This design comes from an exercise in tuning for small area, a short achievable clock period and few clock cycles on the open sky130 flow, not from production work. The RTL was checked by simulation tests, not by an equivalence proof against the original design.

## servo_angle_ramp_pwm_duty_top
module servo_angle_ramp_pwm_duty_top (
	input  wire logic        clk,
	input  wire logic        arst_n,
	input  wire logic        cmd_valid,
	output logic             cmd_ready,
	input  sarpd_pkg::cmd_t  cmd,
	output logic             res_valid,
	input  wire logic        res_ready,
	output sarpd_pkg::res_t  res,
	input  wire logic        cfg_we,
	input  wire logic [2:0]  cfg_index,
	input  wire logic [15:0] cfg_data
);
Settings: LEC_CHECK=0, CAP_MARGIN=20, CORE_MARGIN=2, CORE_UTILIZATION=40, SETUP_SLACK_MARGIN=1.5, SLEW_MARGIN=20; clock period 8.0 ns.
run.sh (not shown) runs the stock make flow with config.mk's settings and CLKGATE_MAP_FILE= SYNTH_SCRIPT=/design/flow/synth_recipe.tcl, a recipe that flattens the netlist after the stock synthesis.
Testbench counts at the start, summed over its fixed seeds: cycles 19,163.
Change:
--- a/flow/design.v
+++ b/flow/design.v
@@ -192,18 +192,21 @@
 	logic        rejC;
 	logic [25:0] pr2C;       
 	logic [4:0]  aqM;        
 	logic [5:0]  arM;        
 	logic [9:0]  a_pred;     
 	logic [4:0]  sq_q;       
 	logic [5:0]  sr_q;       
 	logic [1:0]  gen_q;
 	logic [9:0]  tgt_q;
+	logic        tv_q;       
+	logic [4:0]  tq_q;       
+	logic [5:0]  tr_q;       
 	logic [9:0]  p_q;
 	logic [5:0]  r_q;
 	logic [5:0]  i_q;
 	logic [5:0]  dq_q;
 	logic [5:0]  dr_q;
 	logic [5:0]  dc_q;       
 	logic [11:0] hx_q;       
 	logic [4:0]  hrem_q;
 	logic [1:0]  hcnt_q;
@@ -275,31 +278,35 @@
 	logic [15:0] tq_m, aq_m;
 	logic [4:0]  tq_c, aq_c;
 	logic [5:0]  tr_c, ar_c;
 	assign tq_m = {6'd0, tgt_q} * 16'd41;
 	assign tq_c = tq_m[15:11];
 	assign tr_c = 6'(tgt_q[5:0] - 6'(tq_c * 6'd50));
 	assign aq_m = {6'd0, aI} * 16'd41;
 	assign aq_c = aq_m[15:11];
 	assign ar_c = 6'(aI[5:0] - 6'(aq_c * 6'd50));
+	always_ff @(posedge clk) begin
+		tq_q <= tq_c;
+		tr_q <= tr_c;
+	end
 	logic       m_move;
 	logic [9:0] s_ang;
 	logic [4:0] s_q50;
 	logic [5:0] s_r50;
 	logic [6:0] d_r;
 	logic [5:0] d_q;
 	logic [5:0] d_rr;
 	assign m_move = vM && kM == K_MOVE;
 	assign s_ang  = m_move ? aM : a_pred;
 	assign s_q50  = m_move ? aqM : sq_q;
 	assign s_r50  = m_move ? arM : sr_q;
-	assign d_r    = {1'b0, tr_c} - {1'b0, s_r50};
-	assign d_q    = {1'b0, tq_c} - {1'b0, s_q50} - {5'd0, d_r[6]};
+	assign d_r    = {1'b0, tr_q} - {1'b0, s_r50};
+	assign d_q    = {1'b0, tq_q} - {1'b0, s_q50} - {5'd0, d_r[6]};
 	assign d_rr   = d_r[6] ? 6'(d_r + 7'd50) : d_r[5:0];
 	logic        r_c;
 	logic [5:0]  r_next;
 	logic [9:0]  p_a, p_b, p_next;
 	logic [9:0]  a_raw, a_clamp;
 	assign r_c    = (r_q >= dc_q);
 	assign r_next = r_c ? (r_q - dc_q) : (r_q + dr_q);
 	assign p_a    = 10'(p_q + {{4{dq_q[5]}}, dq_q});
 	assign p_b    = 10'(p_q + {{4{dq_q[5]}}, dq_q} + 10'd1);
@@ -315,29 +322,31 @@
 	always_comb begin
 		case (gen_q)
 			G_IDLE:  a_raw = src_angle;
 			G_WAIT:  a_raw = s_ang;
 			default: a_raw = p_next;
 		endcase
 	end
 	assign a_clamp = (a_raw > max_q) ? max_q : a_raw;
 	logic setup_ok;
-	assign setup_ok = (gen_q == G_WAIT) && !(vI && kI == K_MOVE) && !(m_move && rej_m);
+	assign setup_ok = (gen_q == G_WAIT) && tv_q && !(vI && kI == K_MOVE) && !(m_move && rej_m);
 	always_ff @(posedge clk or negedge arst_n) begin
 		if (!arst_n) begin
 			vI     <= 1'b0;
 			vM     <= 1'b0;
 			vC     <= 1'b0;
 			gen_q  <= G_IDLE;
 			a_pred <= '0;
 			sq_q   <= '0;
 			sr_q   <= '0;
+			tv_q   <= 1'b0;
 		end else begin
+			tv_q <= (gen_q == G_WAIT);
 			if (adv) begin
 				vC <= vM;
 				vM <= vI && !(kill && rpI);
 				if (m_move && !rej_m) begin
 					a_pred <= aM;
 					sq_q   <= aqM;
 					sr_q   <= arM;
 				end
 				vI <= 1'b0;
Effect: Cell count increases by about 2.4%; global-route usage decreases by 0.34 points; core utilization is about the same; via count increases by about 2%; area after synthesis increases by 2.2%; routed wire length is about the same; cell area increases by 1.7%; critical path depth decreases by 6; non-clock buffer count decreases by 37; setup slack improved by 190 ps.
Testbench counts after the change, summed over its fixed seeds: cycles 19,177.

-- afterwards: timing with drivers on the ports --
The flow's constraints put no driver on any port. The routed layouts listed below were extracted and timed again, unchanged, in two steps. Step 1 (the two cells are an assumption about what drives the block):
set clk [get_ports {clk}]
set_driving_cell -lib_cell sky130_fd_sc_hd__clkbuf_16 $clk
set_driving_cell -lib_cell sky130_fd_sc_hd__buf_2 [delete_from_list [all_inputs] $clk]
Step 2 times the ports against the registers' clock, not the clock port: input delays grow and output delays shrink by t, the midpoint of the rising clock arrivals with the driver on. Slacks: ideal ports / drivers / drivers and shift; pairs: ideal ports / drivers.
| run | shift t [ns] | setup WS [ns] | slew at the worst register clock pin (ns) |
|---|---|---|---|
| the first run | 0.682 | 1.601 / 1.601 / 1.601 | 0.07 / 0.07 |
| the second run | 0.690 | 1.792 / 1.792 / 1.792 | 0.06 / 0.06 |
After both steps setup and hold are still met in every run listed.
